Source: an optimization exercise on an open RTL-to-GDS flow (aim: small area). Production flows keep margins and buffers that such runs may drop.
In this exercise RTL edits were held to simulation tests only and were not proved equivalent to the original.
No activity file was given, so power comes from the tool's default toggle rates.

[flow/run.sh]
#!/bin/bash
# synth_recipe.tcl (not shown) runs the flow's synth.tcl, then flattens the netlist and writes it again
# the make line also repeats each setting of config.mk as NAME=value (left out here)
make -C /OpenROAD-flow-scripts/flow DESIGN_CONFIG=/design/flow/config.mk WORK_HOME=/design/flow/orfs CLKGATE_MAP_FILE= SYNTH_SCRIPT=/design/flow/synth_recipe.tcl finish
[flow/design.v]
`default_nettype none
package scan_pkg;
	typedef struct packed {
		logic [8-1:0] hpf_biasn;
		logic [8-1:0] hpf_biasp;
		logic [8-1:0] ctle_cm_vref;
		logic [8-1:0] abuf_cm_vref;
	} fe_bias_t;
	typedef struct packed {
		logic [2-1:0] sel;
		logic [0:8-1][6-1:0] ctrl;
		logic [8-1:0] ctrln;
		logic [8-1:0] ctrlp;
	} cp16g_t;
	typedef struct packed {
		logic [0:16-1][8-1:0] lane;
	} casc_bias_t;
	typedef struct packed {
		logic [0:16-1][6-1:0] ctrl;
	} cp8g_t;
	typedef struct packed {
		logic [0:16-1][2-1:0] lane;
	} lane_bias2_t;
	typedef struct packed {
		logic [0:8-1][8-1:0] biasn;
		logic [0:8-1][8-1:0] biasp;
	} hpf_bias_t;
	typedef struct packed {
		logic en_div_4to1;
		logic ringosc_en;
		logic [9-1:0] amux;
		logic [16-1:0] sel_clk_inv;
	} misc_ctrl_t;
	typedef struct packed {
		logic [12-1:0] addr;
		logic [128-1:0] data;
	} scan_frame_t;
	typedef enum logic [3:0] {
		CHAIN_FE_BIAS = 4'd0,
		CHAIN_CP16G = 4'd1,
		CHAIN_TNH1_CASC = 4'd2,
		CHAIN_TNH2_CASC = 4'd3,
		CHAIN_CP8G = 4'd4,
		CHAIN_VTC = 4'd5,
		CHAIN_SF = 4'd6,
		CHAIN_TNH2_BIAS = 4'd7,
		CHAIN_HPF = 4'd8,
		CHAIN_MISC = 4'd9,
		CHAIN_TNH1_BIAS = 4'd10,
		CHAIN_NONE = 4'd11
	} scan_chain_e;
endpackage
`default_nettype wire
`timescale 1ns/1ps
`default_nettype none
module scan_shift_frame
(
	input  logic        scan_clk,
	input  logic        rst,
	input  logic        scan_en,
	input  logic        scan_in,
	output scan_pkg::scan_frame_t frame,
	output logic        en_q,
	output logic        en_qq,
	output logic        scan_out
);
	logic [140-1:0] shift_q;
	logic [140-1:0] shift_d;
	logic [140-1:0] shift_in;
	logic shift;
	logic hold;
	assign shift = scan_en & ~rst;
	assign hold = ~scan_en & ~rst;
	assign shift_in = {shift_q[140-2:0], scan_in};
	for (genvar i = 0; i < 140; i++) begin : g_bit
		scan_ao22 u_nxt (
			.a1(shift_in[i]),
			.a2(shift),
			.b1(shift_q[i]),
			.b2(hold),
			.y(shift_d[i])
		);
	end
	always_ff @(posedge scan_clk) begin
		shift_q <= shift_d;
	end
	always_ff @(posedge scan_clk) begin
		en_q <= scan_en & ~rst;
		en_qq <= en_q & ~rst;
	end
	assign frame = shift_q;
	assign scan_out = shift_q[140-1];
endmodule
`default_nettype wire
`timescale 1ns/1ps
`default_nettype none
module scan_addr_decode
(
	input  logic [12-1:0] addr,
	output logic [11-1:0] match
);
	assign match[scan_pkg::CHAIN_FE_BIAS]   = (addr == 12'd300);
	assign match[scan_pkg::CHAIN_CP16G]     = (addr == 12'd100);
	assign match[scan_pkg::CHAIN_TNH1_CASC] = (addr == 12'd500);
	assign match[scan_pkg::CHAIN_TNH2_CASC] = (addr == 12'd800);
	assign match[scan_pkg::CHAIN_CP8G]      = (addr == 12'd200);
	assign match[scan_pkg::CHAIN_VTC]       = (addr == 12'd1000);
	assign match[scan_pkg::CHAIN_SF]        = (addr == 12'd700);
	assign match[scan_pkg::CHAIN_TNH2_BIAS] = (addr == 12'd900);
	assign match[scan_pkg::CHAIN_HPF]       = (addr == 12'd400);
	assign match[scan_pkg::CHAIN_MISC]      = (addr == 12'd1100);
	assign match[scan_pkg::CHAIN_TNH1_BIAS] = (addr == 12'd600);
endmodule
`default_nettype wire
`timescale 1ns/1ps
`default_nettype none
module scan_ao22
(
	input  logic a1,
	input  logic a2,
	input  logic b1,
	input  logic b2,
	output logic y
);
	assign y = (a1 & a2) | (b1 & b2);
endmodule
module scan_oa22
(
	input  logic a1,
	input  logic a2,
	input  logic b1,
	input  logic b2,
	output logic y
);
	assign y = (a1 | a2) & (b1 | b2);
endmodule
module scan_cfg_reg
#(
	parameter int W = 32,
	parameter logic [W-1:0] RST = '0
)
(
	input  logic         scan_clk,
	input  logic [W-1:0] s,
	input  logic         ld,
	input  logic         hd,
	input  logic         ld_n,
	input  logic         hd_n,
	output logic [W-1:0] q
);
	logic [W-1:0] nxt;
	for (genvar i = 0; i < W; i++) begin : g_bit
		if (RST[i]) begin : g_one
			scan_oa22 u_nxt (.a1(s[i]), .a2(ld_n), .b1(q[i]), .b2(hd_n), .y(nxt[i]));
		end else begin : g_zero
			scan_ao22 u_nxt (.a1(s[i]), .a2(ld), .b1(q[i]), .b2(hd), .y(nxt[i]));
		end
	end
	always_ff @(posedge scan_clk) begin
		q <= nxt;
	end
endmodule
module scan_cfg_bank
(
	input  logic                    scan_clk,
	input  logic                    rst,
	input  logic                    en_q,
	input  logic                    en_qq,
	input  logic [128-1:0] data,
	input  logic [11-1:0] match,
	output scan_pkg::fe_bias_t                fe_bias,
	output scan_pkg::cp16g_t                  cp16g,
	output scan_pkg::casc_bias_t              tnh1_casc,
	output scan_pkg::casc_bias_t              tnh2_casc,
	output scan_pkg::cp8g_t                   cp8g,
	output scan_pkg::lane_bias2_t             vtc_bias,
	output scan_pkg::lane_bias2_t             sf_bias,
	output scan_pkg::lane_bias2_t             tnh2_bias,
	output scan_pkg::hpf_bias_t               hpf_bias,
	output scan_pkg::misc_ctrl_t              misc_ctrl,
	output scan_pkg::lane_bias2_t             tnh1_bias
);
	localparam logic [31:0] FE_BIAS_RST = {
		8'd175,  
		8'd175,  
		8'd175,  
		8'd163   
	};
	localparam logic [65:0] CP16G_RST = {
		2'd2,
		6'd38, 6'd36, 6'd42, 6'd40, 6'd32, 6'd36, 6'd20, 6'd18,
		8'd0,
		8'd255
	};
	localparam logic [127:0] TNH1_CASC_RST = {16{8'd165}};
	localparam logic [127:0] TNH2_CASC_RST = {16{8'd128}};
	localparam logic [95:0] CP8G_RST = {
		6'd22, 6'd24, 6'd24, 6'd30, 6'd24, 6'd26, 6'd28, 6'd28,
		6'd26, 6'd26, 6'd26, 6'd26, 6'd18, 6'd26, 6'd26, 6'd28
	};
	localparam logic [31:0] LANE_BIAS2_RST = '0;
	localparam logic [127:0] HPF_RST = {2*8{8'd179}};
	localparam logic [26:0] MISC_RST = {1'b0, 1'b0, 9'd1, 16'd0};
	logic [11-1:0] ld;
	logic [11-1:0] hd;
	assign ld = match & {11{en_qq & ~en_q & ~rst}};
	assign hd = ~ld & {11{~rst}};
	scan_cfg_reg #(.W(32), .RST(FE_BIAS_RST)) u_fe_bias (
		.scan_clk(scan_clk), .s(data[31:0]),
		.ld(ld[scan_pkg::CHAIN_FE_BIAS]), .hd(hd[scan_pkg::CHAIN_FE_BIAS]),
		.ld_n(~ld[scan_pkg::CHAIN_FE_BIAS]), .hd_n(~hd[scan_pkg::CHAIN_FE_BIAS]),
		.q(fe_bias)
	);
	scan_cfg_reg #(.W(66), .RST(CP16G_RST)) u_cp16g (
		.scan_clk(scan_clk), .s(data[65:0]),
		.ld(ld[scan_pkg::CHAIN_CP16G]), .hd(hd[scan_pkg::CHAIN_CP16G]),
		.ld_n(~ld[scan_pkg::CHAIN_CP16G]), .hd_n(~hd[scan_pkg::CHAIN_CP16G]),
		.q(cp16g)
	);
	scan_cfg_reg #(.W(128), .RST(TNH1_CASC_RST)) u_tnh1_casc (
		.scan_clk(scan_clk), .s(data[127:0]),
		.ld(ld[scan_pkg::CHAIN_TNH1_CASC]), .hd(hd[scan_pkg::CHAIN_TNH1_CASC]),
		.ld_n(~ld[scan_pkg::CHAIN_TNH1_CASC]), .hd_n(~hd[scan_pkg::CHAIN_TNH1_CASC]),
		.q(tnh1_casc)
	);
	scan_cfg_reg #(.W(128), .RST(TNH2_CASC_RST)) u_tnh2_casc (
		.scan_clk(scan_clk), .s(data[127:0]),
		.ld(ld[scan_pkg::CHAIN_TNH2_CASC]), .hd(hd[scan_pkg::CHAIN_TNH2_CASC]),
		.ld_n(~ld[scan_pkg::CHAIN_TNH2_CASC]), .hd_n(~hd[scan_pkg::CHAIN_TNH2_CASC]),
		.q(tnh2_casc)
	);
	scan_cfg_reg #(.W(96), .RST(CP8G_RST)) u_cp8g (
		.scan_clk(scan_clk), .s(data[95:0]),
		.ld(ld[scan_pkg::CHAIN_CP8G]), .hd(hd[scan_pkg::CHAIN_CP8G]),
		.ld_n(~ld[scan_pkg::CHAIN_CP8G]), .hd_n(~hd[scan_pkg::CHAIN_CP8G]),
		.q(cp8g)
	);
	scan_cfg_reg #(.W(32), .RST(LANE_BIAS2_RST)) u_vtc_bias (
		.scan_clk(scan_clk), .s(data[31:0]),
		.ld(ld[scan_pkg::CHAIN_VTC]), .hd(hd[scan_pkg::CHAIN_VTC]),
		.ld_n(~ld[scan_pkg::CHAIN_VTC]), .hd_n(~hd[scan_pkg::CHAIN_VTC]),
		.q(vtc_bias)
	);
	scan_cfg_reg #(.W(32), .RST(LANE_BIAS2_RST)) u_sf_bias (
		.scan_clk(scan_clk), .s(data[31:0]),
		.ld(ld[scan_pkg::CHAIN_SF]), .hd(hd[scan_pkg::CHAIN_SF]),
		.ld_n(~ld[scan_pkg::CHAIN_SF]), .hd_n(~hd[scan_pkg::CHAIN_SF]),
		.q(sf_bias)
	);
	scan_cfg_reg #(.W(32), .RST(LANE_BIAS2_RST)) u_tnh2_bias (
		.scan_clk(scan_clk), .s(data[31:0]),
		.ld(ld[scan_pkg::CHAIN_TNH2_BIAS]), .hd(hd[scan_pkg::CHAIN_TNH2_BIAS]),
		.ld_n(~ld[scan_pkg::CHAIN_TNH2_BIAS]), .hd_n(~hd[scan_pkg::CHAIN_TNH2_BIAS]),
		.q(tnh2_bias)
	);
	scan_cfg_reg #(.W(128), .RST(HPF_RST)) u_hpf_bias (
		.scan_clk(scan_clk), .s(data[127:0]),
		.ld(ld[scan_pkg::CHAIN_HPF]), .hd(hd[scan_pkg::CHAIN_HPF]),
		.ld_n(~ld[scan_pkg::CHAIN_HPF]), .hd_n(~hd[scan_pkg::CHAIN_HPF]),
		.q(hpf_bias)
	);
	scan_cfg_reg #(.W(27), .RST(MISC_RST)) u_misc_ctrl (
		.scan_clk(scan_clk), .s(data[26:0]),
		.ld(ld[scan_pkg::CHAIN_MISC]), .hd(hd[scan_pkg::CHAIN_MISC]),
		.ld_n(~ld[scan_pkg::CHAIN_MISC]), .hd_n(~hd[scan_pkg::CHAIN_MISC]),
		.q(misc_ctrl)
	);
	scan_cfg_reg #(.W(32), .RST(LANE_BIAS2_RST)) u_tnh1_bias (
		.scan_clk(scan_clk), .s(data[31:0]),
		.ld(ld[scan_pkg::CHAIN_TNH1_BIAS]), .hd(hd[scan_pkg::CHAIN_TNH1_BIAS]),
		.ld_n(~ld[scan_pkg::CHAIN_TNH1_BIAS]), .hd_n(~hd[scan_pkg::CHAIN_TNH1_BIAS]),
		.q(tnh1_bias)
	);
endmodule
`default_nettype wire
`timescale 1ns/1ps
`default_nettype none
module scan_top
(
	input  logic        scan_clk,
	input  logic        rst,
	input  logic        scan_en,
	input  logic        scan_in,
	output logic        scan_out,
	output logic [31:0]  fe_bias,
	output logic [65:0]  cp16g,
	output logic [127:0] tnh1_casc,
	output logic [127:0] tnh2_casc,
	output logic [95:0]  cp8g,
	output logic [31:0]  vtc_bias,
	output logic [31:0]  sf_bias,
	output logic [31:0]  tnh2_bias,
	output logic [127:0] hpf_bias,
	output logic [26:0]  misc_ctrl,
	output logic [31:0]  tnh1_bias
);
	scan_pkg::scan_frame_t frame;
	logic en_q;
	logic en_qq;
	logic [11-1:0] match;
	scan_shift_frame u_shift_frame (
		.scan_clk(scan_clk),
		.rst(rst),
		.scan_en(scan_en),
		.scan_in(scan_in),
		.frame(frame),
		.en_q(en_q),
		.en_qq(en_qq),
		.scan_out(scan_out)
	);
	scan_addr_decode u_addr_decode (
		.addr(frame.addr),
		.match(match)
	);
	scan_cfg_bank u_cfg_bank (
		.scan_clk(scan_clk),
		.rst(rst),
		.en_q(en_q),
		.en_qq(en_qq),
		.data(frame.data),
		.match(match),
		.fe_bias(fe_bias),
		.cp16g(cp16g),
		.tnh1_casc(tnh1_casc),
		.tnh2_casc(tnh2_casc),
		.cp8g(cp8g),
		.vtc_bias(vtc_bias),
		.sf_bias(sf_bias),
		.tnh2_bias(tnh2_bias),
		.hpf_bias(hpf_bias),
		.misc_ctrl(misc_ctrl),
		.tnh1_bias(tnh1_bias)
	);
endmodule
`default_nettype wire
[flow/constraint.sdc]
create_clock -name core_clock -period 6.0 [get_ports {scan_clk}]
set_input_delay 1.2000 -clock core_clock [delete_from_list [all_inputs] [get_ports {scan_clk}]]
set_output_delay 1.2000 -clock core_clock [all_outputs]
set_load 0.01 [all_outputs]
[flow/config.mk]
export PLATFORM = sky130hd
export DESIGN_NAME = scan_top
export DESIGN_NICKNAME = scan_top
export VERILOG_FILES = /design/flow/design.v
export SDC_FILE = /design/flow/constraint.sdc
export NUM_CORES = 4
export LEC_CHECK = 0
export CAP_MARGIN = 20
export CORE_MARGIN = 2
export CORE_UTILIZATION = 40
export SLEW_MARGIN = 20
export SYNTH_HIERARCHICAL = 1
==> results of run 1 <==
[sequential cells by signal (all words and copies together) (netlist names), 27 cells and up]
name                      count
u_cfg_bank.u_tnh2_casc.q    128
u_cfg_bank.u_tnh2_bias.q     32
u_cfg_bank.u_hpf_bias.q     128
u_cfg_bank.u_cp8g.q          96
u_cfg_bank.u_tnh1_bias.q     32
u_cfg_bank.u_tnh1_casc.q    128
u_cfg_bank.u_sf_bias.q       32
u_cfg_bank.u_misc_ctrl.q     27
u_cfg_bank.u_vtc_bias.q      32
u_shift_frame.shift_q       140
u_cfg_bank.u_fe_bias.q       32
u_cfg_bank.u_cp16g.q         66
[how the worst min path moves through the flow]
stage                                               startpoint                              endpoint  slack, ns  cells past startpoint
after floorplan                     u_shift_frame.en_q$_DFF_P_           u_shift_frame.en_qq$_DFF_P_       0.47                      1
after CTS                      u_cfg_bank.u_cp8g.q[75]$_DFF_P_       u_cfg_bank.u_cp8g.q[75]$_DFF_P_       0.46                      1
after global placement    u_cfg_bank.u_tnh2_casc.q[47]$_DFF_P_  u_cfg_bank.u_tnh2_casc.q[47]$_DFF_P_       0.44                      1
after detailed placement    u_cfg_bank.u_fe_bias.q[29]$_DFF_P_    u_cfg_bank.u_fe_bias.q[29]$_DFF_P_       0.45                      1
final                          u_cfg_bank.u_cp8g.q[75]$_DFF_P_       u_cfg_bank.u_cp8g.q[75]$_DFF_P_       0.46                      1
after global routing           u_cfg_bank.u_cp8g.q[75]$_DFF_P_       u_cfg_bank.u_cp8g.q[75]$_DFF_P_       0.47                      1
[per-layer routing]
metal	global-route usage (%)	vias up
met5	0	-
met3	11.33	168
met2	50.43	1055
met4	11.79	0
li1	-	9186
met1	39.02	10680
[per-stage QoR]
stage / utilization (%) / std cells / cell area [um2] / hold slack, ns / setup slack (ns)
global placement: 54.51 / 3436 / 34510 / 0.4448 / 1.864
global route: 59.42 / 3599 / 37620 / 0.4734 / 2.487
detailed placement: 54.58 / 3438 / 34550 / 0.4493 / 1.711
finish: 59.42 / 3599 / 37620 / 0.4607 / 2.515
CTS: 59.40 / 3598 / 37610 / 0.4625 / 2.375
floorplan: - / 1827 / 25690 / 0.4685 / 0.1105
[area by class of cell]
| cell class | instances | area [um2] |
|---|---|---|
| Clock buffer | 137 | 2764 |
| Sequential cell | 875 | 17520 |
| Antenna cell | 1 | 2.502 |
| Multi-Input combinational cell | 944 | 8304 |
| Tap cell | 846 | 1059 |
| Inverter | 1 | 3.754 |
| Fill cell | 5039 | 25690 |
| Clock inverter | 23 | 292.8 |
| Timing Repair Buffer | 772 | 7675 |
[cells in the final DEF (no fill, tap or decap), drive strengths merged, types with 7 or more instances in the layout]
cell type / n
dfxtp: 875
clkdlybuf4s50: 736
a22o: 619
o22a: 254
clkbuf: 137
buf: 36
clkinv: 15
a21oi: 11
and2: 11
nor4: 9
nand2: 9
a21o: 7
[worst reg2reg max path, stage by stage (launching register included)]
cell and delay, ns:
dfxtp_1 0.46, or4b_1 0.50, nor3_1 0.59, and2_4 0.89, buf_4 0.63, a22o_1 0.23
[where the power goes]
group          switching, W  leakage (nW)  total (W)  internal [W]
sequential       0.00000536          7.06    0.00582       0.00581
combinational      0.000159          5.57   0.000193     0.0000341
clock               0.00231          1.51    0.00574       0.00342
total               0.00248          14.1     0.0117       0.00927
==> impl_metrics.tcl, run 1 <==
set metrics [dict create \
    status "no timing/DRC/antenna violations" \
    grt_pass1_vias 20420 \
    endpoint_kind "flop" \
    reg2reg_from "u_shift_frame.shift_q[133]$_DFF_P_" \
    crit_required_ns 6.56 \
    insertion_delay_ns 0.63 \
    critPathKind "input port to flop" \
    path_buf_inv 2 \
    first_iter_violations 1909 \
    worstSetupEndpoint "u_cfg_bank.u_tnh2_casc.q[28]$_DFF_P_" \
    hold_buffers 0 \
    routedWlPerCell_um 30.34 \
    yosysWarningCount 15 \
    drt-met1-wl_mm 43.80 \
    wl_met2_mm 50.48 \
    routed_wl_mm 109.2 \
    num_rows 92 \
    maxSlewHeadroom_pct 17.93 \
    clock_path_buffers 3 \
    hold_viol 0 \
    p_leak_nw 14.13 \
    r2r-end "u_cfg_bank.u_tnh2_casc.q[28]$_DFF_P_" \
    syn_area_mm2 0.02568 \
    synthesis.nets 1831 \
    drcViolationCount 0 \
    cts_tree "yes" \
    syn_area_per_cell_um2 14.06 \
    cts.sinks 875 \
    crit_path_cell_trace "buf_2 -> nor3b_4 -> and2_4 -> buf_4 -> a22o_1" \
    critical_path.max_stage_delay_ns 0.89 \
    fp.coreArea_mm2 0.06331 \
    period_share_pct 58.08 \
    die_w_um 257.4 \
    root_buffer "clkbuf_16" \
    grt_usage_pct 31.54 \
    drtAntennaViolNets 0 \
    crit_cells 5 \
    top_layer "met4" \
    clk_pin_slew_worst_paths_ns 0.06 \
    worst_r2r_path_depth 5 \
    place.gp.congestion 0.8455 \
    arrival_ns 4.05 \
    post_cts_resize_count 0 \
    die_h_um 257.4 \
    grt_max_degree 97 \
    finalSetupViolations 0 \
    dr_wl_met3_mm 11.06 \
    drive_gt1_share_pct 7.740 \
    total_power_w 0.01174 \
    htree_num_levels 3 \
    ir_drop_mv 0.2233 \
    fin_crit_ns 3.485 \
    r2r_slack_ns 2.63 \
    slew_violations 0 \
    tightest_slew_ns 1.231 \
    port_buffers 737 \
    grt-ovfl-total 0 \
    clock_skew_ns 0.02002 \
    rsz0062_at_grt "false" \
    clock.fmax_mhz 287.0 \
    postCtsSetupBuffers 0 \
    initial_core_util_pct 40.57 \
    antenna_found_initial 1 \
    cap_violations 0 \
    setup-tns-final_ns 0 \
    ioPinCount 738 \
    synth_cells 1827 \
    hp-class "flop to flop" \
    slowest_stage "and2_4" \
    dieArea_mm2 0.06625 \
    num_vias 21080 \
    cts_buffers 89 \
    crit_family "simple AND/OR/NAND/NOR gates" \
    vias_per_cell 5.858 \
    power_per_cell_area_mw_per_mm2 312.2 \
    critPathLaunchType "input port" \
    syn_to_final_growth_pct 46.47 \
    dp_hpwl_mm 71.64 \
    crit_path_start "rst" \
    nets 2687 \
    dr.pass1.iters 5 \
    path_max_fanout 67 \
    grt_pass1_wl_mm 154.6 \
]
==> inputs of run 2 (changes only) <==
==> flow/flow/run.sh (new file) <==
#!/bin/bash
# The standard ORFS layout (the standard.sh), with two changes:
#  - the input and output ports get the smallest buffer, buf_1, instead of
#    the default pick (clkdlybuf4s50_1)
#  - clock tree synthesis inserts no dummy loads
# Each step's full output goes to a log of its own in this folder.
set -euo pipefail
export BUFFER_PORTS_ARGS="-buffer_cell sky130_fd_sc_hd__buf_1"
export CTS_ARGS="-sink_clustering_enable -repair_clock_nets -dont_use_dummy_load"
bash standard.sh synth > synth.log 2>&1
bash standard.sh floorplan > floorplan.log 2>&1
bash standard.sh place > place.log 2>&1
bash standard.sh cts > cts.log 2>&1
bash standard.sh route > route.log 2>&1
bash standard.sh finish > finish.log 2>&1
==> flow/standard.sh (new file) <==
#!/bin/bash
# synth_recipe.tcl (not shown) runs the flow's synth.tcl, then flattens the netlist and writes it again
# the make line also repeats each setting of config.mk as NAME=value (left out here)
make -C /OpenROAD-flow-scripts/flow DESIGN_CONFIG=/design/flow/config.mk WORK_HOME=/design/flow/orfs CLKGATE_MAP_FILE= SYNTH_SCRIPT=/design/flow/synth_recipe.tcl "${@:-finish}"
removed: flow/run.sh
==> run 2 against run 1 <==
  * Still clean on timing, DRC and antenna
  * Worst hold slack worse by 0.0025 ns
  * Register-to-register slack better by 0.20 ns
  * Via count is 0.39% higher
  * Synthesized cell count unchanged
  * Combinational power barely moved
  * Die area stayed put
  * Final cell count down 2.2%
  * Critical path type unchanged
  * Largest cell class unchanged
==> impl_metrics.tcl, run 2 <==
set metrics [dict create \
    status "no timing/DRC/antenna violations" \
    arrival_ns 4.02 \
    ir_drop_mv 0.2207 \
    fin_crit_ns 3.503 \
    p_leak_nw 11.80 \
    num_antenna_cells 0 \
    power_per_cell_area_mw_per_mm2 331.2 \
    final_common_cell "dfxtp_1" \
    cts_tree "yes" \
    cap_violations 0 \
    period_share_pct 58.38 \
    first_iter_violations 1901 \
    critPathLaunchType "input port" \
    stdcell_area_mm2 0.03214 \
    clock_skew_ns 0.06235 \
    top_register "u_shift_frame.shift_q" \
    antenna_found_initial 1 \
    nets 2680 \
    die_h_um 257.4 \
    initial_core_util_pct 40.57 \
    clock_path_buffers 3 \
    grtUsageMet2_pct 46.48 \
    syn_to_final_growth_pct 25.15 \
    drcViolationCount 0 \
    place.gp.congestion 0.8610 \
    dpl-instance-area_mm2 0.02990 \
    routedWlPerCell_um 28.47 \
    insertion_delay_ns 0.63 \
    grt_max_degree 98 \
    grt_usage_pct 28.73 \
    maxSlewHeadroom_pct 20.56 \
    hold_buffers 0 \
    htree_num_levels 3 \
    num_vias 21170 \
    syn_area_per_cell_um2 14.06 \
    critPathKind "input port to flop" \
    largest_reg_flops 140 \
    dr.pass1.iters 5 \
    path_max_fanout 82 \
    grt-busiest-layer "met2" \
    die_w_um 257.4 \
    dp_hpwl_mm 64.23 \
    grt_use_met3_pct 7.900 \
    dp.cells 3431 \
    hold_viol 0 \
    root_buffer "clkbuf_16" \
    clk_pin_slew_worst_paths_ns 0.06 \
    vias_per_cell 6.013 \
    layout_common_cells "dfxtp_1, buf_1, a22o_1" \
    drive_gt1_share_pct 5.797 \
    crit_required_ns 6.51 \
    rsz0062_at_grt "false" \
    cts_buffers 88 \
    fill_cells 5675 \
    port_buffers 737 \
    drtAntennaViolNets 0 \
    setup-tns-final_ns 0 \
    postCtsSetupBuffers 0 \
    utilization_pct 50.77 \
    ioPinCount 738 \
    grt_pass1_vias 20060 \
    syn_area_mm2 0.02568 \
    slew_violations 0 \
    yosysWarningCount 15 \
    hp-class "flop to flop" \
    tightest_slew_ns 1.192 \
    dieArea_mm2 0.06625 \
    finalSetupViolations 0 \
    num_rows 92 \
    fp.coreArea_mm2 0.06331 \
    synthesis.nets 1831 \
    layout.cells.non_filler 3520 \
    met1_usage_pct 36.55 \
    post_cts_resize_count 0 \
    grt_pass1_wl_mm 143.4 \
    routed_wl_mm 100.2 \
    synth_cells 1827 \
    grt-ovfl-total 0 \
    cts.sinks 875 \
    endpoint_kind "flop" \
    clock.fmax_mhz 285.5 \
]
==> run 2: layout make-up <==
| type | count | area (um2) | share of cell area [%] |
|---|---|---|---|
| flip-flops and latches | 875 | 17520 | 54.50 |
| multi-input cells | 944 | 8312 | 25.86 |
| clock buffers | 88 | 2202 | 6.851 |
| repair buffers | 766 | 3050 | 9.490 |
| well taps | 846 | 1059 | 3.293 |
| inverters | 1 | 3.754 | 0.01168 |
==> run 2: final timing paths <==
path | from | slack [ns] | endpoint | cells past startpoint
worst max-delay path | rst | 2.50 | u_cfg_bank.u_tnh2_casc.q[59]$_DFF_P_ | 5
worst min-delay path | u_cfg_bank.u_fe_bias.q[10]$_DFF_P_ | 0.46 | u_cfg_bank.u_fe_bias.q[10]$_DFF_P_ | 1
worst max register to register | u_shift_frame.shift_q[130]$_DFF_P_ | 2.83 | u_cfg_bank.u_cp16g.q[63]$_DFF_P_ | 4
worst min register to register | u_cfg_bank.u_fe_bias.q[10]$_DFF_P_ | 0.46 | u_cfg_bank.u_fe_bias.q[10]$_DFF_P_ | 1
==> run 2: metrics by stage <==
stage	power, W	hold slack (ns)	setup slack (ns)
global route	0.01092	0.4754	2.465
CTS	0.01071	0.4607	2.377
global placement	0.006127	0.4428	1.802
floorplan	0.006032	0.4685	0.1105
detailed placement	0.006132	0.4484	1.741
finish	0.01064	0.4582	2.497
==> run 2: where the power goes <==
group / switching [W] / internal (W)
registers: 0.00000490 / 0.00581
clock network: 0.00207 / 0.00257
logic: 0.000159 / 0.0000331
==> run 2: metal layers <==
layer / part of all wire, % / routed length [um]
met5: 0 / 0
met4: 3.8 / 3831
met3: 9.3 / 9289
met2: 46 / 46390
met1: 41 / 40720
==> run 2: critical path, stage by stage <==
cell	delay, ns
clkbuf_2	0.47
nor3b_4	0.82
and2_4	0.67
buf_12	0.38
a22o_1	0.25
==> inputs of run 3 (changes only) <==
--- a/flow/flow/run.sh
+++ b/flow/flow/run.sh
@@ -7,5 +7,5 @@
 set -euo pipefail
 export BUFFER_PORTS_ARGS="-buffer_cell sky130_fd_sc_hd__buf_1"
-export CTS_ARGS="-sink_clustering_enable -repair_clock_nets -dont_use_dummy_load"
+export CTS_ARGS="-sink_clustering_enable -repair_clock_nets -dont_use_dummy_load -buf_list {sky130_fd_sc_hd__clkbuf_4}"
 bash standard.sh synth > synth.log 2>&1
 bash standard.sh floorplan > floorplan.log 2>&1
==> run 3 against run 2 <==
  * First-iteration DRC count grew 4.8%
  * Register-to-register slack lost 0.02 ns
  * Clock power shrank 21%
  * Wire length grew 0.78%
  * Non-clock buffer count grew 1
  * Final cell count grew 3.7%
  * Die area is the same
  * Critical path depth is the same
  * Clock skew grew 0.079 ns
==> impl_metrics.tcl, run 3 <==
set metrics [dict create \
    power.switching_w 0.002217 \
    syn_area_mm2 0.02568 \
    routedWlPerCell_um 27.67 \
    top_register "u_shift_frame.shift_q" \
    crit_path_start "u_shift_frame.shift_q[128]$_DFF_P_" \
    final_common_cell "dfxtp_1" \
    rsz0062_at_grt "false" \
    fin_crit_ns 3.187 \
    r2r-end "u_cfg_bank.u_hpf_bias.q[53]$_DFF_P_" \
    tightest_slew_ns 1.213 \
    p_int_w 0.007444 \
    cap_violations 0 \
    dpl-instance-area_mm2 0.02990 \
    grt-ovfl-total 0 \
    clock_path_buffers 3 \
    port_buffers 737 \
    critical_path.max_stage_delay_ns 0.71 \
    fp.coreArea_mm2 0.06331 \
    vias_per_cell 5.944 \
    cts.sinks 875 \
    initial_core_util_pct 40.57 \
    dr.pass1.iters 6 \
    critPathLaunchType "flop" \
    slowest_stage "nor4_2" \
    slew_violations 0 \
    largest_reg_flops 140 \
    switching_share_pct 22.95 \
    syn_area_per_cell_um2 14.06 \
    dp.cells 3431 \
    crit_family "simple AND/OR/NAND/NOR gates" \
    root_buffer "clkbuf_4" \
    status "no timing/DRC/antenna violations" \
    r2r_slack_ns 2.81 \
    p_clk_share_pct 37.8 \
    post_cts_resize_count 0 \
    postCtsSetupBuffers 0 \
    clock.fmax_mhz 313.8 \
    antenna_found_initial 2 \
    ir_drop_mv 0.1674 \
    routed_wl_mm 101.0 \
    grt_pass1_vias 20930 \
    cts_buffers 213 \
    fill_cells 5855 \
    crit_required_ns 6.86 \
    grt_usage_pct 29.19 \
    dp_hpwl_mm 64.23 \
    hp-class "input port to flop" \
    finalSetupViolations 0 \
    dieArea_mm2 0.06625 \
    layout_common_cells "dfxtp_1, buf_1, a22o_1" \
    first_iter_violations 1992 \
    die_w_um 257.4 \
    endpoint_kind "flop" \
    layout.cells.non_filler 3650 \
    worst_r2r_path_depth 5 \
    num_vias 21700 \
    insertion_delay_ns 1.03 \
    yosysWarningCount 15 \
    ioPinCount 738 \
    crit_cells 5 \
    clock_skew_ns 0.1414 \
    drcViolationCount 0 \
    combPwrFrac_pct 2.0 \
    num_rows 92 \
    seq_power_share_pct 60.2 \
    grt_pass1_wl_mm 145.2 \
    hold_buffers 0 \
    syn_to_final_growth_pct 22.92 \
    synth_cells 1827 \
    grt_max_degree 98 \
    critPathKind "flop to flop" \
    hold_viol 0 \
    period_share_pct 53.11 \
    setup-tns-final_ns 0 \
    drive_gt1_share_pct 10.04 \
    drtAntennaViolNets 0 \
    p_leak_nw 11.70 \
    htree_num_levels 4 \
    arrival_ns 4.05 \
    clk_pin_slew_worst_paths_ns 0.07 \
    reg2reg_from "u_shift_frame.shift_q[128]$_DFF_P_" \
    path_buf_inv 1 \
    path_max_fanout 44 \
    crit_path_cell_trace "or4_1 -> nor4_2 -> a21o_4 -> buf_4 -> o22a_1" \
    stdcell_area_mm2 0.03157 \
    place.gp.congestion 0.8610 \
    cts_tree "yes" \
    die_h_um 257.4 \
    nets 2806 \
    synthesis.nets 1831 \
    power_per_cell_area_mw_per_mm2 306.0 \
    maxSlewHeadroom_pct 19.13 \
    worstSetupEndpoint "u_cfg_bank.u_hpf_bias.q[53]$_DFF_P_" \
]
[run 3: area by class of cell]
type,count,area (um2),share of cell area [%]
tap,846,1059,3.353
inverter,1,3.754,0.01189
antenna,4,10.01,0.03171
timing repair buffer,767,3070,9.726
sequential,875,17520,55.49
multi-input combinational,944,8310,26.32
clock buffer,213,1599,5.065
[run 3: per-stage QoR]
step	power (W)	util [%]	hold WS (ns)	setup WS, ns
global placement	0.006127	47.18	0.4428	1.802
detailed placement	0.006132	47.23	0.4484	1.741
finish	0.009661	49.86	0.3989	2.813
global route	0.01005	49.86	0.2875	2.658
CTS	0.009756	49.76	0.2609	2.764
floorplan	0.006032	-	0.4685	0.1105
[run 3: metal layers]
layer  wire, um  track usage (%)  vias up
met1      40830            36.38    10810
met3      10030            9.900      198
li1           -                -     9381
met4       3466            11.98        0
met5          0                0        -
met2      46690            46.30     1305
[run 3: worst min-delay path by stage]
| stage | slack [ns] | endpoint | depth (start not counted) | start |
|---|---|---|---|---|
| after CTS | 0.26 | u_shift_frame.shift_q[0]$_DFF_P_ | 2 | scan_in |
| after detailed placement | 0.45 | u_cfg_bank.u_hpf_bias.q[48]$_DFF_P_ | 1 | u_cfg_bank.u_hpf_bias.q[48]$_DFF_P_ |
| after floorplan | 0.47 | u_shift_frame.en_qq$_DFF_P_ | 1 | u_shift_frame.en_q$_DFF_P_ |
| after global placement | 0.44 | u_cfg_bank.u_cp16g.q[49]$_DFF_P_ | 1 | u_cfg_bank.u_cp16g.q[49]$_DFF_P_ |
| after global routing | 0.29 | u_shift_frame.shift_q[0]$_DFF_P_ | 2 | scan_in |
| final | 0.40 | u_shift_frame.shift_q[0]$_DFF_P_ | 2 | scan_in |
[run 3: power by group through the flow]
| stage | sequential (W) | clock (W) | combinational, W |
|---|---|---|---|
| 4_1_cts | 0.00582 | 0.00375 | 0.000189 |
| 2_1_floorplan | 0.00594 | 0 | 0.0000901 |
| 3_3_place_gp | 0.00594 | 0 | 0.000183 |
| 6_report | 0.00582 | 0.00365 | 0.000192 |
| 3_5_place_dp | 0.00594 | 0 | 0.000188 |
| 5_1_grt | 0.00581 | 0.00404 | 0.000199 |
==> inputs of run 4 (changes only) <==
--- a/flow/flow/run.sh
+++ b/flow/flow/run.sh
@@ -7,5 +7,5 @@
 set -euo pipefail
 export BUFFER_PORTS_ARGS="-buffer_cell sky130_fd_sc_hd__buf_1"
-export CTS_ARGS="-sink_clustering_enable -repair_clock_nets -dont_use_dummy_load -buf_list {sky130_fd_sc_hd__clkbuf_4}"
+export CTS_ARGS="-sink_clustering_enable -repair_clock_nets -dont_use_dummy_load -buf_list {sky130_fd_sc_hd__clkbuf_2 sky130_fd_sc_hd__clkbuf_4 sky130_fd_sc_hd__clkbuf_8}"
 bash standard.sh synth > synth.log 2>&1
 bash standard.sh floorplan > floorplan.log 2>&1
==> run 4 against run 3 <==
  * Register-to-register slack hardly changed
  * Area after synthesis stayed put
  * Via count is 1.6% lower
  * Global-route usage is 0.10 points lower
  * Clock-buffer cell count is 72 lower
  * Clock skew is 0.052 ns lower
  * Largest cell class unchanged
==> impl_metrics.tcl, run 4 <==
set metrics [dict create \
    crit_path_start "rst" \
    antenna_found_initial 2 \
    initial_core_util_pct 40.57 \
    die_h_um 257.4 \
    dr.pass1.iters 6 \
    endpoint_kind "flop" \
    fill_cells 5721 \
    crit_cells 5 \
    worst_r2r_path_depth 5 \
    r2r-end "u_cfg_bank.u_hpf_bias.q[73]$_DFF_P_" \
    critical_path.max_stage_delay_ns 0.81 \
    cts.sinks 875 \
    die_w_um 257.4 \
    ioPinCount 738 \
    place.gp.congestion 0.8610 \
    num_rows 92 \
    synth_cells 1827 \
    worstSetupEndpoint "u_cfg_bank.u_tnh2_casc.q[56]$_DFF_P_" \
    drive_gt1_share_pct 7.661 \
    routed_wl_mm 101.0 \
    critPathKind "input port to flop" \
    syn_area_per_cell_um2 14.06 \
    dp_hpwl_mm 64.23 \
    vias_per_cell 5.968 \
    postCtsSetupBuffers 0 \
    grt_max_degree 98 \
    clk_pin_slew_worst_paths_ns 0.06 \
    top_register "u_shift_frame.shift_q" \
    fin_crit_ns 3.319 \
    num_vias 21360 \
    maxSlewHeadroom_pct 20.09 \
    dp.cells 3431 \
    insertion_delay_ns 0.79 \
    reg2reg_from "u_shift_frame.shift_q[128]$_DFF_P_" \
    slew_violations 0 \
    final_common_cell "dfxtp_1" \
    synthesis.nets 1831 \
    p_leak_nw 11.73 \
    period_share_pct 55.32 \
    hold_buffers 0 \
    htree_num_levels 4 \
    ir_drop_mv 0.1944 \
    dieArea_mm2 0.06625 \
    total_power_w 0.01016 \
    path_buf_inv 2 \
    root_buffer "clkbuf_8" \
    drtAntennaViolNets 0 \
    finalSetupViolations 0 \
    largest_reg_flops 140 \
    layout_common_cells "dfxtp_1, buf_1, a22o_1" \
    routedWlPerCell_um 28.22 \
    clock.fmax_mhz 301.3 \
    layout.cells.non_filler 3578 \
    slowest_stage "nor3b_4" \
    crit_family "simple AND/OR/NAND/NOR gates" \
    clock_path_buffers 3 \
    critPathLaunchType "input port" \
    crit_path_cell_trace "clkbuf_2 -> nor3b_4 -> and2_4 -> buf_12 -> a22o_1" \
    crit_required_ns 6.70 \
    first_iter_violations 1827 \
    syn_area_mm2 0.02568 \
    grt_usage_pct 29.09 \
    nets 2734 \
    grt_pass1_vias 20440 \
    grt-ovfl-total 0 \
    arrival_ns 4.01 \
    drcViolationCount 0 \
    post_cts_resize_count 0 \
    yosysWarningCount 15 \
    hp-class "flop to flop" \
    clock_skew_ns 0.08891 \
    cts_tree "yes" \
    r2r_slack_ns 2.81 \
    tightest_slew_ns 1.199 \
    cts_buffers 141 \
    grt_pass1_wl_mm 144.5 \
    hold_viol 0 \
    status "no timing/DRC/antenna violations" \
    cap_violations 0 \
    syn_to_final_growth_pct 24.25 \
    power_per_cell_area_mw_per_mm2 318.2 \
    port_buffers 737 \
    path_max_fanout 82 \
    rsz0062_at_grt "false" \
    fp.coreArea_mm2 0.06331 \
    setup-tns-final_ns 0 \
]
## run 4: worst min-delay path by stage
stage	from	end	slack [ns]	cells after the start
after floorplan	u_shift_frame.en_q$_DFF_P_	u_shift_frame.en_qq$_DFF_P_	0.47	1
after global placement	u_cfg_bank.u_cp16g.q[49]$_DFF_P_	u_cfg_bank.u_cp16g.q[49]$_DFF_P_	0.44	1
after detailed placement	u_cfg_bank.u_hpf_bias.q[48]$_DFF_P_	u_cfg_bank.u_hpf_bias.q[48]$_DFF_P_	0.45	1
after CTS	u_cfg_bank.u_cp16g.q[26]$_DFF_P_	u_cfg_bank.u_cp16g.q[26]$_DFF_P_	0.46	1
after global routing	u_cfg_bank.u_cp8g.q[13]$_DFF_P_	u_cfg_bank.u_cp8g.q[13]$_DFF_P_	0.47	1
final	u_cfg_bank.u_fe_bias.q[10]$_DFF_P_	u_cfg_bank.u_fe_bias.q[10]$_DFF_P_	0.46	1
## run 4: metrics by stage
step | util, % | setup WS, ns | hold WS, ns | cell area, um2
floorplan | - | 0.1105 | 0.4685 | 25690
global placement | 47.18 | 1.802 | 0.4428 | 29870
detailed placement | 47.23 | 1.741 | 0.4484 | 29900
CTS | 50.30 | 2.559 | 0.4608 | 31840
global route | 50.40 | 2.668 | 0.4736 | 31910
finish | 50.40 | 2.681 | 0.4576 | 31910
## run 4: area by class of cell
cell class                 instances  area [um2]  area share [%]
sequential                       875       17520           54.89
multi-input combinational        944        8310           26.04
timing repair buffer             767        3070           9.622
clock buffer                     141        1941           6.081
tap                              846        1059           3.317
antenna                            4       10.01         0.03137
inverter                           1       3.754         0.01176
## run 4: worst reg2reg max path: cells and delay by family, from the launching register on
family / cells / cell delay (ns)
buf+inv: 1 / 0.58
flops: 1 / 0.35
simple gates: 2 / 1.29
compound gates: 2 / 0.90
## run 4: report_power, final
part | switching, W | total (W) | internal, W
clock | 0.00208 | 0.00414 | 0.00207
sequential | 0.00000498 | 0.00582 | 0.00582
combinational | 0.000159 | 0.000192 | 0.0000331
total | 0.00224 | 0.0102 | 0.00792
## run 4: routing by layer
metal / up-vias / wire (um) / track usage, %
met3: 206 / 9935 / 9.762
met4: 0 / 3608 / 11.19
met1: 10710 / 40700 / 36.46
li1: 9179 / - / -
met2: 1261 / 46740 / 46.32
met5: - / 0 / 0
==> inputs of run 5 (changes only) <==
--- a/flow/flow/run.sh
+++ b/flow/flow/run.sh
@@ -7,5 +7,5 @@
 set -euo pipefail
 export BUFFER_PORTS_ARGS="-buffer_cell sky130_fd_sc_hd__buf_1"
-export CTS_ARGS="-sink_clustering_enable -repair_clock_nets -dont_use_dummy_load -buf_list {sky130_fd_sc_hd__clkbuf_2 sky130_fd_sc_hd__clkbuf_4 sky130_fd_sc_hd__clkbuf_8}"
+export CTS_ARGS="-sink_clustering_enable -repair_clock_nets -dont_use_dummy_load -buf_list {sky130_fd_sc_hd__clkbuf_2 sky130_fd_sc_hd__clkbuf_4 sky130_fd_sc_hd__clkbuf_8} -sink_clustering_size 20 -sink_clustering_max_diameter 60"
 bash standard.sh synth > synth.log 2>&1
 bash standard.sh floorplan > floorplan.log 2>&1
==> run 5 against run 4 <==
  * Design area decreased by 3.8%
  * Via count decreased by 2.2%
  * Sequential power about the same
  * Combinational power about the same
  * Final cell count decreased by 2.5%
  * Non-clock buffer count unchanged
  * Sequential cell count unchanged
  * Clock-buffer cell count decreased by 87
  * Critical path depth unchanged
  * Wire length decreased by 1.5%
  * Synthesized cell count unchanged
  * Register-to-register slack improved by 0.03 ns
==> impl_metrics.tcl, run 5 <==
set metrics [dict create \
    status "no timing/DRC/antenna violations" \
    cts.sinks 875 \
    p_leak_nw 11.11 \
    hold_viol 0 \
    rsz0062_at_grt "false" \
    finalSetupViolations 0 \
    synthesis.nets 1831 \
    die_w_um 257.4 \
    largest_reg_flops 140 \
    layout_setup_ws_ns 2.629 \
    initial_core_util_pct 40.57 \
    yosysWarningCount 15 \
    place.gp.congestion 0.8610 \
    ioPinCount 738 \
    fp.coreArea_mm2 0.06331 \
    hp-class "flop to flop" \
    nets 2647 \
    crit_path_cell_trace "clkbuf_2 -> nor3b_4 -> and2_4 -> buf_12 -> a22o_1" \
    path_max_fanout 82 \
    crit_required_ns 6.63 \
    synth_cells 1827 \
    grt_max_degree 98 \
    final_common_cell "dfxtp_1" \
    routed_wl_mm 99.50 \
    root_buffer "clkbuf_8" \
    cap_violations 0 \
    clk_pin_slew_worst_paths_ns 0.08 \
    arrival_ns 4.00 \
    cts_tree "yes" \
    dieArea_mm2 0.06625 \
    first_iter_violations 1991 \
    grt_pass1_wl_mm 142.0 \
    maxSlewHeadroom_pct 22.04 \
    drcViolationCount 0 \
    grt_usage_pct 28.37 \
    vias_per_cell 5.984 \
    insertion_delay_ns 0.71 \
    postCtsSetupBuffers 0 \
    slowest_stage "nor3b_4" \
    post_cts_resize_count 0 \
    syn_area_mm2 0.02568 \
    die_h_um 257.4 \
    ir_drop_mv 0.1734 \
    drive_gt1_share_pct 4.619 \
    clock_skew_ns 0.05411 \
    htree_num_levels 2 \
    grt_pass1_vias 19630 \
    num_rows 92 \
    whs_ns 0.4650 \
    hold_buffers 0 \
    clock_path_buffers 3 \
    grt-ovfl-total 0 \
    slew_violations 0 \
    num_vias 20880 \
    place_ws_ns 1.741 \
    critPathKind "input port to flop" \
    antenna_found_initial 2 \
    fill_cells 5844 \
    path_buf_inv 2 \
    dp_hpwl_mm 64.23 \
    cts_buffers 54 \
    dr.pass1.iters 5 \
    critPathLaunchType "input port" \
    fin_crit_ns 3.371 \
    setup-tns-final_ns 0 \
    clock.fmax_mhz 296.6 \
    syn_to_final_growth_pct 19.56 \
    layout_common_cells "dfxtp_1, buf_1, a22o_1" \
    endpoint_kind "flop" \
    crit_family "simple AND/OR/NAND/NOR gates" \
    critical_path.max_stage_delay_ns 0.81 \
    tightest_slew_ns 1.169 \
    period_share_pct 56.19 \
    power_per_cell_area_mw_per_mm2 279.6 \
    top_register "u_shift_frame.shift_q" \
    routedWlPerCell_um 28.52 \
    syn_area_per_cell_um2 14.06 \
    drtAntennaViolNets 0 \
    port_buffers 737 \
    utilization_pct 48.50 \
]
run 5: changes by cell type in the layout (fill, tap and decap cells not counted), sizes merged:
cell and change:
diode -2, clkbuf -87
run 5: metrics by stage:
step                total power (W)  area, um2  std cells
floorplan                  0.006032      25690       1827
global placement           0.006127      29870       3430
detailed placement         0.006132      29900       3431
CTS                        0.008625      30650       3485
global route               0.008845      30710       3488
finish                     0.008586      30710       3489
run 5: layout make-up:
class | instances | area (um2) | area share, %
antenna | 2 | 5.005 | 0.01630
clock buffer | 54 | 743.2 | 2.420
inverter | 1 | 3.754 | 0.01222
multi-input combinational | 944 | 8310 | 27.06
sequential | 875 | 17520 | 57.04
tap | 846 | 1059 | 3.447
timing repair buffer | 767 | 3070 | 9.999
run 5: worst paths after layout:
kind / endpoint / slack, ns / cells after the start / start
worst max-delay path: u_cfg_bank.u_tnh2_casc.q[16]$_DFF_P_ / 2.63 / 5 / rst
worst min-delay path: u_cfg_bank.u_fe_bias.q[10]$_DFF_P_ / 0.47 / 1 / u_cfg_bank.u_fe_bias.q[10]$_DFF_P_
worst max register to register: u_cfg_bank.u_hpf_bias.q[97]$_DFF_P_ / 2.84 / 5 / u_shift_frame.shift_q[128]$_DFF_P_
worst min register to register: u_cfg_bank.u_fe_bias.q[10]$_DFF_P_ / 0.47 / 1 / u_cfg_bank.u_fe_bias.q[10]$_DFF_P_
run 5: report_power, final:
part	internal (W)	total [W]	switching (W)
registers	0.00581	0.00581	0.00000503
clock network	0.000810	0.00258	0.00177
logic	0.0000331	0.000192	0.000159
total	0.00665	0.00859	0.00194
run 5: metal layers:
metal,GRT usage (%),vias up,wire [um]
met3,7.821,160,9430
met2,46.08,1133,46190
met4,8.976,0,3153
met1,36.65,10590,40730
li1,-,8996,-
met5,0,-,0
==> inputs of run 6 (changes only) <==
--- a/flow/config.mk
+++ b/flow/config.mk
@@ -8,5 +8,6 @@
 export CAP_MARGIN = 20
 export CORE_MARGIN = 2
-export CORE_UTILIZATION = 40
+export CORE_UTILIZATION = 70
+export PLACE_DENSITY = 0.8
 export SLEW_MARGIN = 20
 export SYNTH_HIERARCHICAL = 1
==> run 6 against run 5 <==
  * The run now fails in I/O pin placement
  * Synthesized cell count unchanged
  * Area after synthesis unchanged
==> impl_metrics.tcl, run 6 <==
set metrics [dict create \
    synth_cells 1827 \
    status "aborted with a tool error" \
    yosysWarningCount 15 \
    die_h_um 195.5 \
    num_rows 70 \
    synthesis.nets 1831 \
    syn_area_mm2 0.02568 \
    die_w_um 195.5 \
    stop_stage "I/O pin placement" \
    initial_core_util_pct 70.66 \
    syn_area_per_cell_um2 14.06 \
    toolErrorMsg "[ERROR PPL-0024] Number of IO pins (738) exceeds maximum number of available positions (702). Increase the die perimeter from 782.18um to 1003.68um." \
]
==> inputs of run 7 (changes only) <==
--- a/flow/config.mk
+++ b/flow/config.mk
@@ -8,6 +8,7 @@
 export CAP_MARGIN = 20
 export CORE_MARGIN = 2
-export CORE_UTILIZATION = 70
-export PLACE_DENSITY = 0.8
+export CORE_UTILIZATION = 60
+export GPL_TIMING_DRIVEN = 0
+export PLACE_DENSITY = 0.7
 export SLEW_MARGIN = 20
 export SYNTH_HIERARCHICAL = 1
==> run 7 against run 6 <==
  * Now clean on timing, DRC and antenna
  * Synthesized cell count stayed put
  * Area after synthesis stayed put
==> impl_metrics.tcl, run 7 <==
set metrics [dict create \
    status "no timing/DRC/antenna violations" \
    utilization_pct 73.88 \
    switching_share_pct 22.12 \
    layout_common_cells "dfxtp_1, buf_1, a22o_1" \
    initial_core_util_pct 60.96 \
    crit_path_start "u_shift_frame.shift_q[129]$_DFF_P_" \
    seq_power_share_pct 68.0 \
    final_common_cell "dfxtp_1" \
    ioPinCount 738 \
    largest_reg_flops 140 \
    grt-busiest-layer "met2" \
    yosysWarningCount 15 \
    power_per_cell_area_mw_per_mm2 274.5 \
    tightest_slew_ns 1.142 \
    seqCellArea_mm2 0.01752 \
    vias_per_cell 6.754 \
    fin_crit_ns 3.192 \
    grt_usage_pct 42.12 \
    fill_cells 3017 \
    hp-class "flop to flop" \
    grt_pass1_vias 20300 \
    path_max_fanout 26 \
    clock_skew_ns 0.07470 \
    endpoint_kind "flop" \
    dieArea_mm2 0.04448 \
    hold_viol 0 \
    critPathKind "flop to flop" \
    grt_max_degree 54 \
    routedWlPerCell_um 30.69 \
    critPathLaunchType "flop" \
    hold_buffers 0 \
    reg2reg_from "u_shift_frame.shift_q[129]$_DFF_P_" \
    synth_cells 1827 \
    port_buffers 737 \
    ir_drop_mv 0.2386 \
    htree_num_levels 2 \
    clock_path_buffers 3 \
    power.switching_w 0.001890 \
    num_vias 21600 \
    insertion_delay_ns 0.70 \
    cap_violations 0 \
    dr.pass1.iters 5 \
    clk_pin_slew_worst_paths_ns 0.12 \
    first_iter_violations 2456 \
    layout.cells.non_filler 3198 \
    place.gp.congestion 0.8860 \
    drive_gt1_share_pct 5.190 \
    p_clk_share_pct 29.1 \
    die_w_um 210.9 \
    hold_start "u_cfg_bank.u_hpf_bias.q[28]$_DFF_P_" \
    dp.cells 3147 \
    r2r_slack_ns 2.81 \
    nets 2665 \
    top_register "u_shift_frame.shift_q" \
    clock.fmax_mhz 313.3 \
    postCtsSetupBuffers 0 \
    cts.sinks 875 \
    p_int_w 0.006653 \
    drtAntennaViolNets 0 \
    combPwrFrac_pct 2.9 \
    arrival_ns 3.74 \
    antenna_found_initial 0 \
    dpl-instance-area_mm2 0.03043 \
    cts_tree "yes" \
    grt-ovfl-total 0 \
    whs_ns 0.4736 \
    grt_pass1_wl_mm 140.2 \
    met1_usage_pct 51.68 \
    root_buffer "clkbuf_8" \
    syn_area_per_cell_um2 14.06 \
    syn_to_final_growth_pct 21.20 \
    period_share_pct 53.20 \
    fp.coreArea_mm2 0.04213 \
    grtUsageMet2_pct 66.45 \
    rsz0062_at_grt "false" \
    p_leak_nw 11.46 \
    routed_wl_mm 98.14 \
    crit_required_ns 6.55 \
    multi_input_area_mm2 0.008320 \
    die_h_um 210.9 \
    syn_area_mm2 0.02568 \
    cts_buffers 51 \
    maxSlewHeadroom_pct 23.84 \
    drcViolationCount 0 \
    stdcell_area_mm2 0.03113 \
    post_cts_resize_count 0 \
    num_antenna_cells 0 \
    finalSetupViolations 0 \
    grt_use_met3_pct 10.87 \
    dp_hpwl_mm 66.54 \
    num_rows 75 \
    synthesis.nets 1831 \
    slew_violations 0 \
]
-- run 7: layout make-up --
type | count | area share, %
flip-flops and latches | 875 | 56.27
inverters | 1 | 0.01206
well taps | 539 | 2.167
multi-input cells | 944 | 26.73
clock buffers | 51 | 2.255
repair buffers | 781 | 12.45
plain buffers | 7 | 0.1125
-- run 7: final timing paths --
path / end / cells after the start
min reg2reg: u_cfg_bank.u_hpf_bias.q[28]$_DFF_P_ / 1
min: u_cfg_bank.u_hpf_bias.q[28]$_DFF_P_ / 1
max: u_cfg_bank.u_cp16g.q[6]$_DFF_P_ / 4
max reg2reg: u_cfg_bank.u_cp16g.q[6]$_DFF_P_ / 4
-- run 7: critical path, stage by stage, from the launching register on --
cell and delay [ns]:
dfxtp_1 0.37, or4b_4 0.58, nor4_1 0.84, nand2_2 0.81
o22a_1 0.43
-- run 7: power by group through the flow --
stage | clock network [W] | registers, W | logic (W)
floorplan | 0 | 0.00594 | 0.0000901
global placement | 0 | 0.00594 | 0.000166
detailed placement | 0 | 0.00594 | 0.000241
CTS | 0.00247 | 0.00581 | 0.000241
global route | 0.00267 | 0.00581 | 0.000252
finish | 0.00248 | 0.00581 | 0.000248
-- run 7: per-stage QoR --
step           total power [W]  setup WS (ns)  TNS (ns)
2_1_floorplan         0.006032         0.1105         0
3_3_place_gp          0.006109         -4.682   -692.72
3_5_place_dp          0.006185          2.297         0
4_1_cts               0.008519          2.902         0
5_1_grt               0.008733          2.766         0
6_report              0.008543          2.808         0
-- run 7: layer usage --
metal / wire length [um] / part of all wire, %
met5: 0 / 0
met2: 44790 / 46
met4: 7038 / 7.2
met3: 9818 / 10
met1: 36490 / 37
==> inputs of run 8 (changes only) <==
--- a/flow/config.mk
+++ b/flow/config.mk
@@ -9,5 +9,4 @@
 export CORE_MARGIN = 2
 export CORE_UTILIZATION = 60
-export GPL_TIMING_DRIVEN = 0
 export PLACE_DENSITY = 0.7
 export SLEW_MARGIN = 20
==> run 8 against run 7 <==
  * Worst hold slack got worse by 0.0022 ns
  * Largest cell class unchanged
  * Largest power group unchanged
  * Still clean
  * Clock skew fell by 0.020 ns
  * Non-clock buffer count fell by 27
  * Critical path depth rose by 1
  * Core utilization fell by 2.3 points
==> impl_metrics.tcl, run 8 <==
set metrics [dict create \
    drive_gt1_share_pct 4.181 \
    die_w_um 210.9 \
    worst_r2r_path_depth 5 \
    hold_start "u_cfg_bank.u_cp16g.q[26]$_DFF_P_" \
    clock_path_buffers 3 \
    fill_cells 3145 \
    grt-ovfl-total 0 \
    slew_violations 0 \
    routedWlPerCell_um 29.85 \
    clock_skew_ns 0.05501 \
    die_h_um 210.9 \
    htree_num_levels 2 \
    crit_required_ns 6.63 \
    insertion_delay_ns 0.69 \
    min_to "u_cfg_bank.u_cp16g.q[26]$_DFF_P_" \
    cts_buffers 50 \
    nets 2637 \
    status "no timing/DRC/antenna violations" \
    ioPinCount 738 \
    postCtsSetupBuffers 0 \
    slowest_stage "and2_4" \
    hp-class "flop to flop" \
    crit_path_cell_trace "clkbuf_2 -> nor3b_2 -> and2_4 -> buf_4 -> a22o_1" \
    r2r_slack_ns 2.61 \
    top_register "u_shift_frame.shift_q" \
    initial_core_util_pct 60.96 \
    r2r-end "u_cfg_bank.u_tnh2_casc.q[35]$_DFF_P_" \
    hold_buffers 0 \
    grt_max_degree 116 \
    finalSetupViolations 0 \
    layout_common_cells "dfxtp_1, buf_1, a22o_1" \
    dieArea_mm2 0.04448 \
    cap_violations 0 \
    tightest_slew_ns 1.245 \
    drcViolationCount 0 \
    reg2reg_from "u_shift_frame.shift_q[132]$_DFF_P_" \
    period_share_pct 63.28 \
    yosysWarningCount 15 \
    cts_tree "yes" \
    multi_input_area_mm2 0.008285 \
    post_cts_resize_count 0 \
    port_buffers 737 \
    maxSlewHeadroom_pct 17.02 \
    grt_usage_pct 40.39 \
    syn_area_mm2 0.02568 \
    whs_ns 0.4715 \
    synth_cells 1827 \
    grt_pass1_wl_mm 133.7 \
    p_leak_nw 11.01 \
    num_vias 21160 \
    setup-tns-final_ns 0 \
    grt_pass1_vias 19200 \
    vias_per_cell 6.672 \
    num_rows 75 \
    first_iter_violations 2511 \
    endpoint_kind "flop" \
    critPathLaunchType "input port" \
    final_common_cell "dfxtp_1" \
    dr.pass1.iters 5 \
    root_buffer "clkbuf_8" \
    total_power_w 0.008437 \
    arrival_ns 4.43 \
    drtAntennaViolNets 0 \
    critPathKind "input port to flop" \
    power_per_cell_area_mw_per_mm2 279.9 \
    syn_to_final_growth_pct 17.38 \
    synthesis.nets 1831 \
    hold_viol 0 \
    hold_path_depth 1 \
    fin_crit_ns 3.797 \
    cts.sinks 875 \
    fp.coreArea_mm2 0.04213 \
    antenna_found_initial 2 \
    place.gp.congestion 0.9295 \
    ir_drop_mv 0.2283 \
    critical_path.max_stage_delay_ns 0.96 \
    dp_hpwl_mm 63.05 \
    clk_pin_slew_worst_paths_ns 0.11 \
    clock.fmax_mhz 263.4 \
    rsz0062_at_grt "false" \
    seqCellArea_mm2 0.01752 \
    largest_reg_flops 140 \
    path_max_fanout 73 \
    syn_area_per_cell_um2 14.06 \
    routed_wl_mm 94.69 \
]
run 8: changes by cell type in the layout (fill, tap and decap cells not counted), sizes merged:
cell and delta:
buf -26, clkbuf -2, diode +2
run 8: final cells by class:
type | instances | share of cell area, %
sequential | 875 | 58.11
multi-input combinational | 944 | 27.48
timing repair buffer | 761 | 9.861
clock buffer | 50 | 2.283
tap | 539 | 2.237
antenna | 2 | 0.01660
inverter | 1 | 0.01245
run 8: worst max-delay path: cells and delay by family:
family / cells / cell delay [ns]
and+or+nand+nor: 2 / 1.91
buffers and inverters: 2 / 1.01
AOI/OAI and AO/OA: 1 / 0.23
run 8: per-layer routing:
layer  up-vias  share of wire [%]  track usage [%]
met5         -                  0                0
met1     10510                 38            50.50
met3       292                9.8            10.05
met2      1389                 46            63.72
met4         0                6.8            23.87
li1       8976                  -                -
run 8: worst max-delay path by stage:
stage	depth (start not counted)	from	end
final	5	rst	u_cfg_bank.u_tnh2_casc.q[35]$_DFF_P_
after global routing	5	rst	u_cfg_bank.u_tnh2_casc.q[36]$_DFF_P_
after CTS	5	rst	u_cfg_bank.u_tnh2_casc.q[84]$_DFF_P_
after detailed placement	5	rst	u_cfg_bank.u_tnh2_casc.q[82]$_DFF_P_
after global placement	5	rst	u_cfg_bank.u_tnh2_casc.q[28]$_DFF_P_
after floorplan	3	rst	u_cfg_bank.u_tnh2_casc.q[0]$_DFF_P_
run 8: where the power goes:
group / internal (W) / switching [W] / total (W)
clock: 0.000754 / 0.00170 / 0.00245
combinational: 0.0000280 / 0.000148 / 0.000176
sequential: 0.00581 / 0.00000481 / 0.00581
run 8: through the flow:
step / worst slack [ns] / utilization [%] / instances / area [um2]
detailed placement: 1.639 / 69.90 / 3120 / 29450
global route: 2.056 / 71.55 / 3172 / 30150
finish: 2.203 / 71.55 / 3172 / 30150
CTS: 2.359 / 71.53 / 3170 / 30140
floorplan: 0.1105 / - / 1827 / 25690
global placement: 1.747 / 69.89 / 3120 / 29450
==> inputs of run 9 (changes only) <==
--- a/flow/config.mk
+++ b/flow/config.mk
@@ -8,6 +8,6 @@
 export CAP_MARGIN = 20
 export CORE_MARGIN = 2
-export CORE_UTILIZATION = 60
-export PLACE_DENSITY = 0.7
+export CORE_UTILIZATION = 64
+export PLACE_DENSITY = 0.75
 export SLEW_MARGIN = 20
 export SYNTH_HIERARCHICAL = 1
==> run 9 against run 8 <==
  * The run now fails in I/O pin placement
  * Area after synthesis unchanged
  * Synthesized cell count unchanged
==> impl_metrics.tcl, run 9 <==
set metrics [dict create \
    stop_stage "I/O pin placement" \
    syn_area_mm2 0.02568 \
    initial_core_util_pct 64.79 \
    num_rows 73 \
    die_w_um 204.3 \
    toolErrorMsg "[ERROR PPL-0024] Number of IO pins (738) exceeds maximum number of available positions (732). Increase the die perimeter from 817.30um to 1003.68um." \
    synth_cells 1827 \
    syn_area_per_cell_um2 14.06 \
    status "aborted with a tool error" \
    yosysWarningCount 15 \
    synthesis.nets 1831 \
    die_h_um 204.3 \
]
==> inputs of run 10 (changes only) <==
--- a/flow/flow/run.sh
+++ b/flow/flow/run.sh
@@ -7,5 +7,5 @@
 set -euo pipefail
 export BUFFER_PORTS_ARGS="-buffer_cell sky130_fd_sc_hd__buf_1"
-export CTS_ARGS="-sink_clustering_enable -repair_clock_nets -dont_use_dummy_load -buf_list {sky130_fd_sc_hd__clkbuf_2 sky130_fd_sc_hd__clkbuf_4 sky130_fd_sc_hd__clkbuf_8} -sink_clustering_size 20 -sink_clustering_max_diameter 60"
+export CTS_ARGS="-sink_clustering_enable -repair_clock_nets -dont_use_dummy_load -buf_list {sky130_fd_sc_hd__clkbuf_4} -sink_clustering_size 10 -sink_clustering_max_diameter 40"
 bash standard.sh synth > synth.log 2>&1
 bash standard.sh floorplan > floorplan.log 2>&1
--- a/flow/config.mk
+++ b/flow/config.mk
@@ -8,6 +8,5 @@
 export CAP_MARGIN = 20
 export CORE_MARGIN = 2
-export CORE_UTILIZATION = 64
-export PLACE_DENSITY = 0.75
+export CORE_UTILIZATION = 40
 export SLEW_MARGIN = 20
 export SYNTH_HIERARCHICAL = 1
==> run 10 against run 9 <==
  * Synthesized cell count did not move
  * Now clean on timing, DRC and antenna
  * Area after synthesis is the same
==> impl_metrics.tcl, run 10 <==
set metrics [dict create \
    num_vias 21230 \
    place_ws_ns 1.741 \
    clock_skew_ns 0.1214 \
    fill_cells 5867 \
    slowest_stage "nand2_2" \
    reg2reg_from "u_shift_frame.shift_q[128]$_DFF_P_" \
    layout_common_cells "dfxtp_1, buf_1, a22o_1" \
    seqCellArea_mm2 0.01752 \
    arrival_ns 3.91 \
    cts_tree "yes" \
    slew_violations 0 \
    yosysWarningCount 15 \
    p_leak_nw 11.25 \
    drcViolationCount 0 \
    root_buffer "clkbuf_4" \
    path_max_fanout 26 \
    critPathLaunchType "flop" \
    power_per_cell_area_mw_per_mm2 282.9 \
    postCtsSetupBuffers 0 \
    post_cts_resize_count 0 \
    critPathKind "flop to flop" \
    critical_path.max_stage_delay_ns 0.86 \
    grt_pass1_vias 20070 \
    dr.pass1.iters 7 \
    ir_drop_mv 0.1792 \
    period_share_pct 53.62 \
    synthesis.nets 1831 \
    seq_power_share_pct 66.6 \
    hold_viol 0 \
    dp.cells 3431 \
    grt_pass1_wl_mm 143.7 \
    first_iter_violations 1947 \
    cts_buffers 115 \
    insertion_delay_ns 0.90 \
    tightest_slew_ns 1.194 \
    die_h_um 257.4 \
    vias_per_cell 5.977 \
    min_to "u_cfg_bank.u_hpf_bias.q[36]$_DFF_P_" \
    p_clk_share_pct 31.2 \
    nets 2708 \
    die_w_um 257.4 \
    largest_reg_flops 140 \
    syn_to_final_growth_pct 20.05 \
    routedWlPerCell_um 28.20 \
    drive_gt1_share_pct 6.773 \
    power.switching_w 0.002012 \
    utilization_pct 48.70 \
    endpoint_kind "flop" \
    antenna_found_initial 1 \
    hold_start "u_cfg_bank.u_hpf_bias.q[36]$_DFF_P_" \
    crit_required_ns 6.69 \
    num_rows 92 \
    htree_num_levels 3 \
    port_buffers 737 \
    hp-class "flop to flop" \
    rsz0062_at_grt "false" \
    combPwrFrac_pct 2.2 \
    top_register "u_shift_frame.shift_q" \
    layout_setup_ws_ns 2.783 \
    clock.fmax_mhz 310.8 \
    final_common_cell "dfxtp_1" \
    setup-tns-final_ns 0 \
    hold_buffers 0 \
    synth_cells 1827 \
    grt_usage_pct 28.68 \
    grt-ovfl-total 0 \
    status "no timing/DRC/antenna violations" \
    drtAntennaViolNets 0 \
    clock_path_buffers 3 \
    place.gp.congestion 0.8610 \
    ioPinCount 738 \
    hold_path_depth 1 \
    r2r_slack_ns 2.78 \
    crit_path_cell_trace "or4b_4 -> nor4_1 -> nand2_2 -> o22a_1" \
    dp_hpwl_mm 64.23 \
    multi_input_area_mm2 0.008310 \
    finalSetupViolations 0 \
    maxSlewHeadroom_pct 20.39 \
    switching_share_pct 23.06 \
    r2r-end "u_cfg_bank.u_cp16g.q[63]$_DFF_P_" \
    dieArea_mm2 0.06625 \
    initial_core_util_pct 40.57 \
    layout.cells.non_filler 3552 \
    clk_pin_slew_worst_paths_ns 0.10 \
    cts.sinks 875 \
    grt_max_degree 98 \
    cap_violations 0 \
    syn_area_per_cell_um2 14.06 \
    syn_area_mm2 0.02568 \
    fin_crit_ns 3.217 \
    worst_r2r_path_depth 4 \
    p_int_w 0.006711 \
    fp.coreArea_mm2 0.06331 \
    routed_wl_mm 100.2 \
]
-- run 10: critical path, delay by kind of cell, from the launching register on --
family,cells,cell delay [ns]
AND/OR/NAND/NOR,3,2.20
AO/OA/AOI/OAI,1,0.45
flip-flops,1,0.37
-- run 10: metal layers --
layer,wire length (um),track usage [%],vias to the layer above,share of wire (%)
met5,0,0,-,0
met4,2764,9.409,0,2.8
met3,9232,7.772,145,9.2
met2,47170,46.84,1166,47
met1,40990,36.80,10750,41
li1,-,-,9167,-
-- run 10: final cells by class --
| cell class | count | share of cell area (%) |
|---|---|---|
| Antenna cell | 4 | 0.03246 |
| Sequential cell | 875 | 56.81 |
| Clock buffer | 115 | 2.800 |
| Multi-Input combinational cell | 944 | 26.95 |
| Tap cell | 846 | 3.433 |
| Timing Repair Buffer | 767 | 9.958 |
| Inverter | 1 | 0.01217 |
-- run 10: how the worst max path moves through the flow --
| stage | slack, ns | end | startpoint |
|---|---|---|---|
| finish | 2.78 | u_cfg_bank.u_cp16g.q[63]$_DFF_P_ | u_shift_frame.shift_q[128]$_DFF_P_ |
| global route | 2.66 | u_cfg_bank.u_cp16g.q[63]$_DFF_P_ | u_shift_frame.shift_q[128]$_DFF_P_ |
| CTS | 2.70 | u_cfg_bank.u_tnh2_casc.q[94]$_DFF_P_ | rst |
| detailed placement | 1.74 | u_cfg_bank.u_tnh2_casc.q[56]$_DFF_P_ | rst |
| global placement | 1.80 | u_cfg_bank.u_hpf_bias.q[106]$_DFF_P_ | rst |
| floorplan | 0.11 | u_cfg_bank.u_tnh2_casc.q[0]$_DFF_P_ | rst |
-- run 10: power groups by stage --
stage | Sequential [W] | Combinational, W | Clock [W]
after floorplan | 0.00594 | 0.0000901 | 0
after global placement | 0.00594 | 0.000183 | 0
after detailed placement | 0.00594 | 0.000188 | 0
after CTS | 0.00581 | 0.000189 | 0.00279
after global routing | 0.00581 | 0.000199 | 0.00301
final | 0.00581 | 0.000191 | 0.00272
-- run 10: per-stage QoR --
stage	area, um2	total power [W]	hold WS (ns)
6_report	30830	0.008722	0.4643
5_1_grt	30830	0.009019	0.4534
4_1_cts	30770	0.008786	0.4000
3_5_place_dp	29900	0.006132	0.4484
3_3_place_gp	29870	0.006127	0.4428
2_1_floorplan	25690	0.006032	0.4685

Re-timed with assumed drivers on the ports (clkbuf_16 on the clock, buf_2 on other inputs), run 10 has 2.783 ns of setup slack against 2.783 ns with ideal ports, and 1.912 ns once port delays also move by the mid clock arrival of 0.912 ns.
